From an optimization exercise on the open Yosys and OpenROAD flow, aimed at a short achievable clock period and few clock cycles; shortcuts taken in it are not production practice. The RTL was checked by simulation tests, not by an equivalence proof against the original design. Power and IR drop assume default switching activity.

[config.mk]
export PLATFORM = sky130hd
export DESIGN_NAME = qcore_top
export DESIGN_NICKNAME = qcore_top
export VERILOG_FILES = /design/flow/design.v
export SDC_FILE = /design/flow/constraint.sdc
export NUM_CORES = 4
export LEC_CHECK = 0
export CAP_MARGIN = 20
export CORE_MARGIN = 2
export CORE_UTILIZATION = 40
export SLEW_MARGIN = 20
[constraint.sdc]
create_clock -name core_clock -period 6.5 [get_ports {clk_i}]
set_input_delay 1.3000 -clock core_clock [delete_from_list [all_inputs] [get_ports {clk_i}]]
set_output_delay 1.3000 -clock core_clock [all_outputs]
set_load 0.01 [all_outputs]
[design.v]
package qcore_pkg;
   typedef enum logic [2:0] {
      NOP    = 3'd0,
      REG_WR = 3'd1,
      MEM_WR = 3'd2,
      BRANCH = 3'd3
   } header_e;
   typedef enum logic [2:0] {
      ALWAYS = 3'd0,
      EQ     = 3'd1,  
      LT     = 3'd2,  
      NZ     = 3'd3,
      NS     = 3'd4,
      FLAG   = 3'd5,  
      NFLAG  = 3'd6,
      NEVER  = 3'd7
   } cond_e;
   typedef enum logic [3:0] {
      ADD    = 4'd0,
      SUB    = 4'd1,
      AND    = 4'd2,
      OR     = 4'd3,
      XOR    = 4'd4,
      SHL    = 4'd5,
      SHR    = 4'd6,
      PASS_B = 4'd7
   } alu_op_e;
   typedef enum logic [1:0] {
      ALU_RR = 2'd0,  
      ALU_RI = 2'd1,  
      IMM    = 2'd2,
      LOAD   = 2'd3   
   } reg_src_e;
   typedef struct packed {
      logic [6:0]               rsvd;
      header_e                  header;
      cond_e                    cond;
      alu_op_e                  alu_op;
      logic                     flag_we;
      reg_src_e                 src;
      logic [4-1:0] rd;
      logic [4-1:0] rs0;
      logic [4-1:0] rs1;
      logic [32-1:0]  imm;
   } instr_t;
   typedef struct packed {
      logic                     reg_we;
      logic                     dmem_we;
      logic                     dmem_re;
      logic                     flag_we;
      alu_op_e                  alu_op;
      reg_src_e                 src;
      logic [4-1:0] rd;
   } ctrl_t;
endpackage
module qcore_alu (
   input  logic [32-1:0] a_i,
   input  logic [32-1:0] b_i,
   input  qcore_pkg::alu_op_e       op_i,
   output logic [32-1:0] result_o,
   output logic                     z_o,
   output logic                     s_o
);
   always_comb begin
      case (op_i)
         qcore_pkg::ADD:    result_o = a_i + b_i;
         qcore_pkg::SUB:    result_o = a_i - b_i;
         qcore_pkg::AND:    result_o = a_i & b_i;
         qcore_pkg::OR:     result_o = a_i | b_i;
         qcore_pkg::XOR:    result_o = a_i ^ b_i;
         qcore_pkg::SHL:    result_o = a_i << b_i[4:0];   
         qcore_pkg::SHR:    result_o = a_i >> b_i[4:0];   
         qcore_pkg::PASS_B: result_o = b_i;
         default:           result_o = '0;
      endcase
   end
   assign z_o = (result_o == '0);
   assign s_o = result_o[32-1];
endmodule
module qcore_fetch (
   input  logic                      clk_i,
   input  logic                      rst_ni,
   input  logic                      en_i,
   input  logic                      stall_i,          
   input  logic                      branch_taken_i,
   input  logic [8-1:0] branch_target_i,
   input  logic [64-1:0] pmem_dt_i,
   output logic [8-1:0] pmem_addr_o,
   output logic                      pmem_en_o,
   output qcore_pkg::instr_t         instr_o,
   output logic                      valid_o
);
   logic [8-1:0] pc_q;
   logic                      flush_q;   
   logic                      valid_q;
   qcore_pkg::instr_t         instr_q;
   logic                      advance;
   assign advance = en_i & ~stall_i;  
   always_ff @(posedge clk_i) begin
      if (!rst_ni) begin
         pc_q    <= '0;
         flush_q <= 1'b1;   
         valid_q <= 1'b0;
      end else if (advance) begin
         pc_q    <= branch_taken_i ? branch_target_i : pc_q + 1'b1;
         flush_q <= branch_taken_i;   
         valid_q <= ~(branch_taken_i | flush_q);
      end
   end
   always_ff @(posedge clk_i) begin
      if (advance) instr_q <= pmem_dt_i;
   end
   assign pmem_addr_o = pc_q;
   assign pmem_en_o   = advance;   
   assign instr_o     = instr_q;
   assign valid_o     = valid_q;
endmodule
module qcore_decode (
   input  logic                      clk_i,
   input  logic                      rst_ni,
   input  logic                      en_i,
   input  qcore_pkg::instr_t         instr_i,
   input  logic                      valid_i,
   input  logic                      flag_i,      
   input  logic                      z_i,
   input  logic                      s_i,
   input  qcore_pkg::ctrl_t          x_ctrl_i,    
   input  logic [32-1:0]  rs0_dt_i,
   input  logic [32-1:0]  rs1_dt_i,
   output logic [4-1:0]  rs0_addr_o,
   output logic [4-1:0]  rs1_addr_o,
   output logic                      stall_o,
   output logic                      branch_taken_o,
   output logic [8-1:0] branch_target_o,
   output qcore_pkg::ctrl_t          ctrl_o,
   output logic [32-1:0]  op_a_o,
   output logic [32-1:0]  op_b_o,
   output logic [32-1:0]  imm_o
);
   logic             is_reg_wr, is_mem_wr, is_br;
   logic             cond_ok, exec_ok;
   logic             use_rs0, use_rs1;
   logic             tests_zs;
   logic             reg_hz, flag_hz, stall;
   qcore_pkg::ctrl_t ctrl_d;
   assign is_reg_wr = valid_i & (instr_i.header == qcore_pkg::REG_WR);
   assign is_mem_wr = valid_i & (instr_i.header == qcore_pkg::MEM_WR);
   assign is_br     = valid_i & (instr_i.header == qcore_pkg::BRANCH);
   always_comb begin
      case (instr_i.cond)
         qcore_pkg::ALWAYS: cond_ok = 1'b1;
         qcore_pkg::EQ:     cond_ok = z_i;
         qcore_pkg::LT:     cond_ok = s_i;
         qcore_pkg::NZ:     cond_ok = ~z_i;
         qcore_pkg::NS:     cond_ok = ~s_i;
         qcore_pkg::FLAG:   cond_ok = flag_i;
         qcore_pkg::NFLAG:  cond_ok = ~flag_i;
         default:           cond_ok = 1'b0;  
      endcase
   end
   assign use_rs0  = (is_reg_wr & (instr_i.src != qcore_pkg::IMM)) | is_mem_wr;  
   assign use_rs1  = (is_reg_wr & (instr_i.src == qcore_pkg::ALU_RR)) | is_mem_wr;
   assign tests_zs = (instr_i.cond == qcore_pkg::EQ) | (instr_i.cond == qcore_pkg::LT) |
                     (instr_i.cond == qcore_pkg::NZ) | (instr_i.cond == qcore_pkg::NS);
   assign reg_hz   = x_ctrl_i.reg_we &
                     ((use_rs0 & (x_ctrl_i.rd == instr_i.rs0)) |
                      (use_rs1 & (x_ctrl_i.rd == instr_i.rs1)));
   assign flag_hz  = x_ctrl_i.flag_we & tests_zs & (is_reg_wr | is_mem_wr | is_br);
   assign stall    = reg_hz | flag_hz;
   assign exec_ok  = cond_ok & ~stall;
   always_comb begin
      ctrl_d         = '0;
      ctrl_d.reg_we  = is_reg_wr & exec_ok;
      ctrl_d.dmem_we = is_mem_wr & exec_ok;
      ctrl_d.dmem_re = ctrl_d.reg_we & (instr_i.src == qcore_pkg::LOAD);
      ctrl_d.flag_we = ctrl_d.reg_we & instr_i.flag_we &
                       ((instr_i.src == qcore_pkg::ALU_RR) | (instr_i.src == qcore_pkg::ALU_RI));
      ctrl_d.alu_op  = instr_i.alu_op;
      ctrl_d.src     = instr_i.src;
      ctrl_d.rd      = instr_i.rd;
   end
   always_ff @(posedge clk_i) begin
      if (!rst_ni)   ctrl_o <= '0;
      else if (en_i) ctrl_o <= ctrl_d;   
   end
   always_ff @(posedge clk_i) begin
      if (en_i) begin
         op_a_o <= rs0_dt_i;
         op_b_o <= rs1_dt_i;    
         imm_o  <= instr_i.imm;
      end
   end
   assign rs0_addr_o      = instr_i.rs0;
   assign rs1_addr_o      = instr_i.rs1;
   assign stall_o         = stall;
   assign branch_taken_o  = is_br & exec_ok;
   assign branch_target_o = instr_i.imm[8-1:0];  
endmodule
module qcore_reg_bank (
   input  logic                     clk_i,
   input  logic                     rst_ni,
   input  logic                     en_i,
   input  logic                     we_i,
   input  logic [4-1:0] w_addr_i,
   input  logic [32-1:0] w_dt_i,
   input  logic [4-1:0] r0_addr_i,
   input  logic [4-1:0] r1_addr_i,
   output logic [32-1:0] r0_dt_o,
   output logic [32-1:0] r1_dt_o
);
   logic [32-1:0] regs_q [2**4];
   logic                     wr;
   assign wr = en_i & we_i;   
   always_ff @(posedge clk_i) begin
      for (int i = 0; i < 2**4; i++) begin
         if (!rst_ni)                                regs_q[i] <= '0;
         else if (wr && (w_addr_i == 4'(i))) regs_q[i] <= w_dt_i;  
      end
   end
   assign r0_dt_o = (wr && (w_addr_i == r0_addr_i)) ? w_dt_i : regs_q[r0_addr_i];
   assign r1_dt_o = (wr && (w_addr_i == r1_addr_i)) ? w_dt_i : regs_q[r1_addr_i];
endmodule
module qcore_execute (
   input  logic                      clk_i,
   input  logic                      rst_ni,
   input  logic                      en_i,
   input  qcore_pkg::ctrl_t          ctrl_i,
   input  logic [32-1:0]  op_a_i,
   input  logic [32-1:0]  op_b_i,
   input  logic [32-1:0]  imm_i,
   output logic                      z_o,
   output logic                      s_o,
   output qcore_pkg::ctrl_t          x_ctrl_o,
   output logic                      dmem_we_o,
   output logic [8-1:0] dmem_addr_o,
   output logic [32-1:0]  dmem_w_dt_o,
   output qcore_pkg::ctrl_t          r_ctrl_o,
   output logic [32-1:0]  r_alu_o,
   output logic [32-1:0]  r_imm_o
);
   logic [32-1:0]  alu_b, alu_res, addr_sum;
   logic                      alu_z, alu_s;
   logic [8-1:0] r_addr_q;   
   assign alu_b = (ctrl_i.src == qcore_pkg::ALU_RI) ? imm_i : op_b_i;
   qcore_alu alu_i (
      .a_i      (op_a_i),
      .b_i      (alu_b),
      .op_i     (ctrl_i.alu_op),
      .result_o (alu_res),
      .z_o      (alu_z),
      .s_o      (alu_s)
   );
   assign addr_sum    = op_a_i + imm_i;
   assign dmem_addr_o = en_i ? addr_sum[8-1:0] : r_addr_q;
   assign dmem_w_dt_o = op_b_i;
   assign dmem_we_o   = en_i & ctrl_i.dmem_we;
   always_ff @(posedge clk_i) begin
      if (!rst_ni) begin
         z_o      <= 1'b0;
         s_o      <= 1'b0;
         r_ctrl_o <= '0;
      end else if (en_i) begin
         if (ctrl_i.flag_we) begin
            z_o <= alu_z;
            s_o <= alu_s;
         end
         r_ctrl_o <= ctrl_i;
      end
   end
   always_ff @(posedge clk_i) begin
      if (en_i) begin
         r_alu_o  <= alu_res;
         r_imm_o  <= imm_i;
         r_addr_q <= addr_sum[8-1:0];
      end
   end
   assign x_ctrl_o = ctrl_i;   
endmodule
module qcore_result (
   input  qcore_pkg::ctrl_t         ctrl_i,
   input  logic [32-1:0] alu_i,
   input  logic [32-1:0] imm_i,
   input  logic [32-1:0] dmem_r_dt_i,   
   output logic                     we_o,
   output logic [4-1:0] addr_o,
   output logic [32-1:0] dt_o
);
   always_comb begin
      if (ctrl_i.dmem_re)                     dt_o = dmem_r_dt_i;
      else if (ctrl_i.src == qcore_pkg::IMM)  dt_o = imm_i;
      else                                    dt_o = alu_i;   
   end
   assign we_o   = ctrl_i.reg_we;   
   assign addr_o = ctrl_i.rd;
endmodule
module qcore_top (
   input  logic                      clk_i,
   input  logic                      rst_ni,
   input  logic                      en_i,
   input  logic                      flag_i,
   input  logic [64-1:0] pmem_dt_i,
   input  logic [32-1:0]  dmem_r_dt_i,
   output logic [8-1:0] pmem_addr_o,
   output logic                      pmem_en_o,
   output logic                      dmem_we_o,
   output logic [8-1:0] dmem_addr_o,
   output logic [32-1:0]  dmem_w_dt_o
);
   qcore_pkg::instr_t         f_instr;
   logic                      f_valid;
   logic                      d_stall, d_branch_taken;
   logic [8-1:0] d_branch_target;
   logic [4-1:0]  rs0_addr, rs1_addr;
   logic [32-1:0]  rs0_dt, rs1_dt;
   qcore_pkg::ctrl_t          d_ctrl;
   logic [32-1:0]  d_op_a, d_op_b, d_imm;
   logic                      x_z, x_s;
   qcore_pkg::ctrl_t          x_ctrl, r_ctrl;
   logic [32-1:0]  r_alu, r_imm;
   logic                      w_we;
   logic [4-1:0]  w_addr;
   logic [32-1:0]  w_dt;
   qcore_fetch fetch_i (
      .clk_i(clk_i), .rst_ni(rst_ni), .en_i(en_i),
      .stall_i(d_stall), .branch_taken_i(d_branch_taken),
      .branch_target_i(d_branch_target), .pmem_dt_i(pmem_dt_i),
      .pmem_addr_o(pmem_addr_o), .pmem_en_o(pmem_en_o),
      .instr_o(f_instr), .valid_o(f_valid)
   );
   qcore_decode decode_i (
      .clk_i(clk_i), .rst_ni(rst_ni), .en_i(en_i),
      .instr_i(f_instr), .valid_i(f_valid), .flag_i(flag_i),
      .z_i(x_z), .s_i(x_s), .x_ctrl_i(x_ctrl),
      .rs0_dt_i(rs0_dt), .rs1_dt_i(rs1_dt),
      .rs0_addr_o(rs0_addr), .rs1_addr_o(rs1_addr),
      .stall_o(d_stall), .branch_taken_o(d_branch_taken),
      .branch_target_o(d_branch_target), .ctrl_o(d_ctrl),
      .op_a_o(d_op_a), .op_b_o(d_op_b), .imm_o(d_imm)
   );
   qcore_reg_bank reg_bank_i (
      .clk_i(clk_i), .rst_ni(rst_ni), .en_i(en_i),
      .we_i(w_we), .w_addr_i(w_addr), .w_dt_i(w_dt),
      .r0_addr_i(rs0_addr), .r1_addr_i(rs1_addr),
      .r0_dt_o(rs0_dt), .r1_dt_o(rs1_dt)
   );
   qcore_execute execute_i (
      .clk_i(clk_i), .rst_ni(rst_ni), .en_i(en_i),
      .ctrl_i(d_ctrl), .op_a_i(d_op_a), .op_b_i(d_op_b), .imm_i(d_imm),
      .z_o(x_z), .s_o(x_s), .x_ctrl_o(x_ctrl),
      .dmem_we_o(dmem_we_o), .dmem_addr_o(dmem_addr_o), .dmem_w_dt_o(dmem_w_dt_o),
      .r_ctrl_o(r_ctrl), .r_alu_o(r_alu), .r_imm_o(r_imm)
   );
   qcore_result result_i (
      .ctrl_i(r_ctrl), .alu_i(r_alu), .imm_i(r_imm), .dmem_r_dt_i(dmem_r_dt_i),
      .we_o(w_we), .addr_o(w_addr), .dt_o(w_dt)
   );
endmodule
[run.sh]
#!/bin/bash
# synth_recipe.tcl (not shown) runs the flow's synth.tcl, then flattens the netlist and writes it again
# the make line also repeats each setting of config.mk as NAME=value (left out here)
make -C /OpenROAD-flow-scripts/flow DESIGN_CONFIG=/design/flow/config.mk WORK_HOME=/design/flow/orfs CLKGATE_MAP_FILE= SYNTH_SCRIPT=/design/flow/synth_recipe.tcl finish
==> summary.md <==
| Metric | Value |
|---|---|
| Unrepaired setup endpoints after global routing | no |
| Critical Path AT | slightly below 7 ns |
| Routed len/inst | 31.8 µm |
| Synthesis-to-layout area growth | 15.2% |
| Std-Cell Core Area | 103000 µm² |
| Syn_nets | ~5300 |
| Global-route total usage across every layer | 0.374 |
| Kind of capture point of the worst setup path | flip-flop |
| Final setup viols | 0 |
| Clock latency reported for the late side of the worst-skew pair | just under 0.7 ns |
| Main combinational cell family by area after synthesis | compound AO/OA/AOI/OAI gates |
| Length of the first detailed-routing pass in iterations | 8 |
| Die area | 106000 µm² |
| Number of max-cap violations | 0 |
| Portion of the post-synthesis area used by sequential elements | 0.424 |
| Initial standard-cell utilization of the core | 0.402 |
| Cell type with the highest occurrence count on the critical path | or3_1 |
| Violation count after the first detailed-routing iteration | between 6000 and 7000 |
| Number of DRC violations after detailed routing | 0 |
| Synth Area in Adders | 0.0317 |
| Via Count | around 43000 |
| Share of flip-flops with an asynchronous set or reset | 0 |
| Clk pin slew, worst setup/hold paths | about 0.080 ns |
| Number of buffer cells added on primary ports | roughly 140 |
| Category of the critical setup timing path | reg2reg |
| Clock buffer count from CTS | 87 |
| Core Util, Final | 0.463 |
| Share of cells above drive strength 1 | 0.0887 |
| Setup skew after layout | approximately 0.033 ns |
| Vias per inst | around 6.6 |
| Worst slew margin relative to its limit | 0.198 |
| Final slew viol count | 0 |
| Net count reported at finish | 5277 |
| Buffers plus inverters on the worst setup path | 1 |
| Yosys warnings | 7 |
| Xor-xnor portion of the synthesized cell area | 0.0169 |
| CTS H-tree lvls | 3 |
| Wire length of the first global-routing pass | approximately 290 mm |
| Total power | around 12000 µW |
| Pin count of the biggest net entering global routing | 150 |
| Post-Syn Area | roughly 42000 µm² |
| Post-Synth Simple-Gate Area | 0.181 |
| Average footprint of a synthesized cell | 8.20 µm² |
| Max rail drop VDD | 0.175 mV |
| Antenna-violating nets left | 0 |
| Synth Instances | roughly 5100 |
| Number of enable flip-flop cells after synthesis | around 220 |
| Portion of netlist area occupied by mux cells | 0.0543 |
| Path class of the lowest-slack min-delay path | reg2reg |
| Cell with the largest stage delay on the worst path | or4_1 |
| Power density relative to cell area | roughly 260 nW/µm² |
| Fmax achieved | 0.161 GHz |
| Final Cycle Share | 0.956 |
| Final WL | ~210 mm |
| Slowest stage delay, CP | a little under 0.6 ns |
| Final count of hold timing violations | 0 |
| Die boundary width | between 300 and 400 µm |
| Cell at the root of the clock tree | clkbuf_16 |
| Clock sinks | 771 |
| Final Wtd Congestion | around 1.1 |
| CP Cell Sequence | nor2b_4 > buf_4 > or3_1 > a2111oi_2 > and2_1 > nand2_1 > or3_1 > o21ai_0 > xnor2_1 > ha_1 > nand2_1 > nor3_1 > o22a_1 > and2_1 > mux2i_1 > o221ai_1 > or3_1 > or4_1 > nor4_1 > nand4b_1 > o41ai_2 |
| Data required time of the worst path | about 7.1 ns |
| Number of rows created at floorplan | about 120 |
| Chip Height | roughly 330 µm |
| Via count of the first global-routing pass | 39600 |
| Complex-gate fraction of the synthesized area | 0.245 |
| CTS tree | yes |
| Summed negative setup slack over all endpoints | 0 ns |
| Count of distinct cell types in the synthesized netlist | 81 |
| Number of antenna violations at the first check in global routing | 9 |
| Post-synthesis sequential element count | a little under 800 |
| Gate family responsible for the most delay along the worst path | simple AND/OR/NAND/NOR gates |
| Number of buffers on the longest clock path | 3 |
| IO Pins | 150 |
| Most used flip-flop cell after synthesis | dfxtp_1 |
| Sort of element at the start of the critical path | flip-flop |
| Actual slew at the worst max-slew pin | ~1.2 ns |
| Post-layout min period | 6.21 ns |
| Half-perimeter wire length after detailed placement | around 130 mm |
| Static power due to leakage | roughly 0.016 µW |
| Status | complete, no violations |
| Crit path max fanout | 8 |
| Hold buffers post-CTS | 0 |
| Global route overflow | 0 |
==> registers in the layout, summed over array words and instances (netlist names) <==
name	cells
execute_i.s_o	1
execute_i.r_imm_o	32
decode_i.imm_o	32
fetch_i.instr_q	57
decode_i.ctrl_o	14
decode_i.op_a_o	32
fetch_i.pc_q	8
execute_i.z_o	1
decode_i.op_b_o	32
execute_i.r_ctrl_o	8
execute_i.r_addr_q	8
reg_bank_i.regs_q	512
fetch_i.flush_q	1
execute_i.r_alu_o	32
fetch_i.valid_q	1
==> through the flow <==
step | instance area [µm²] | cells | hold slack [ns] | worst slack, ns
global placement | 45000 | 6361 | 0.402 | 0.245
CTS | 47800 | 6518 | 0.418 | 0.177
global route | 47800 | 6521 | 0.421 | 0.106
detailed placement | 45000 | 6361 | 0.408 | 0.181
floorplan | 41500 | 5064 | 0.400 | 1.26
finish | 47800 | 6522 | 0.420 | 0.289
==> kinds of logic (layout without fill, tap and decap cells) <==
logic type               count (synthesis)  after routing
multiplexers                           209            209
other                                    0              1
AND/OR/NAND/NOR                       1787           1787
AO/OA/AOI/OAI                         1614           1614
XOR/XNOR                                80             80
flip-flops                             771            771
buffers and inverters                  499            576
adder cells (fa/ha/maj)                104            104
==> routing by layer <==
metal	global-route usage	share of wire
met5	0	0.00032
met4	0.254	0.081
met3	0.113	0.13
met2	0.565	0.43
met1	0.459	0.36
==> Yosys cell counts, drive strengths merged (46+ instances only) <==
cell,count,share of area
nand2,1206,0.11
a21oi,731,0.089
dfxtp,554,0.27
a22oi,391,0.071
clkbuf,360,0.033
nor2,230,0.021
edfxtp,217,0.16
mux2i,189,0.046
o21ai,117,0.014
ha,102,0.031
nand4,99,0.015
o22ai,83,0.013
inv,80,0.0073
nand3,78,0.0094
a221oi,66,0.014
xnor2,66,0.014
buf,58,0.0073
a22o,51,0.011
nor3,46,0.0055
==> power breakdown <==
part / internal [µW] / total [µW] / switching [µW] / leakage [µW]
registers: 5080 / 5190 / 102 / 0.00662
clock network: 2760 / 4900 / 2140 / 0.00136
logic: 633 / 2130 / 1490 / 0.00832
==> final timing paths <==
| kind | from | end | slack, ns | depth (start not counted) |
|---|---|---|---|---|
| worst min-delay path | fetch_i.instr_q[8] | decode_i.imm_o[8] | 0.42 | 0 |
| worst max-delay path | decode_i.ctrl_o[5] | execute_i.z_o | 0.29 | 21 |
| worst max register to register | decode_i.ctrl_o[5] | execute_i.z_o | 0.29 | 21 |
| worst min register to register | fetch_i.instr_q[8] | decode_i.imm_o[8] | 0.42 | 0 |
==> timing repair <==
item | 4_1_cts | 5_1_grt
hold endpoints to repair | 0 | 0
gates resized for setup | 0 | 2
endpoints found under the setup margin | 0 | 1
buffers inserted | 0 | 1
==> placed cells by master, fill, tap and decap left out, types with 99 or more instances in the layout <==
cell type           n
a22oi_1           391
a21oi_1           726
nor2_1            198
dfxtp_1           553
nand2_1          1194
buf_4             191
edfxtp_1          217
clkdlybuf4s50_1   141
nand4_1            99
mux2i_1           187
ha_1              102
==> cell type report <==
cell class,count,area (µm²)
flip-flops and latches,771,17600
well taps,1380,1730
inverters,81,314
clock buffers,125,2530
multi-input cells,3794,22400
diodes,1,2.50
clock inverters,32,248
fillers,9984,55400
repair buffers,338,2950
Testbench counts, summed over its fixed seeds: cycles 100,675.

## port drivers added, routing unchanged
The results above use ideal ports. As a check the final layout listed here was re-extracted and re-timed, cells and wires unchanged. Step 1, drivers: a clkbuf_16 drives clk_i and a buf_2 each remaining input, both assumed. Step 2 adds t to the input delays and takes it off the output delays; t is the mean of the earliest and latest rising clock arrival at the registers after step 1. Input paths then give back, and output paths get back, about the clock's delay inside the block. a / b / c = no drivers / after step 1 / after step 2; a / b = the first two.
t (ns): 0.746
slack for setup (ns): 0.289 / 0.289 / 0.289
worst setup path after step 2: register to register
latest minus earliest clock arrival (ns): 0.043 / 0.042
pins driven straight from the clock port: 1
After both steps this run still meets setup and hold. For this run, drivers alone change the setup slack by 0.000 ns; drivers and shift together by 0.000 ns.
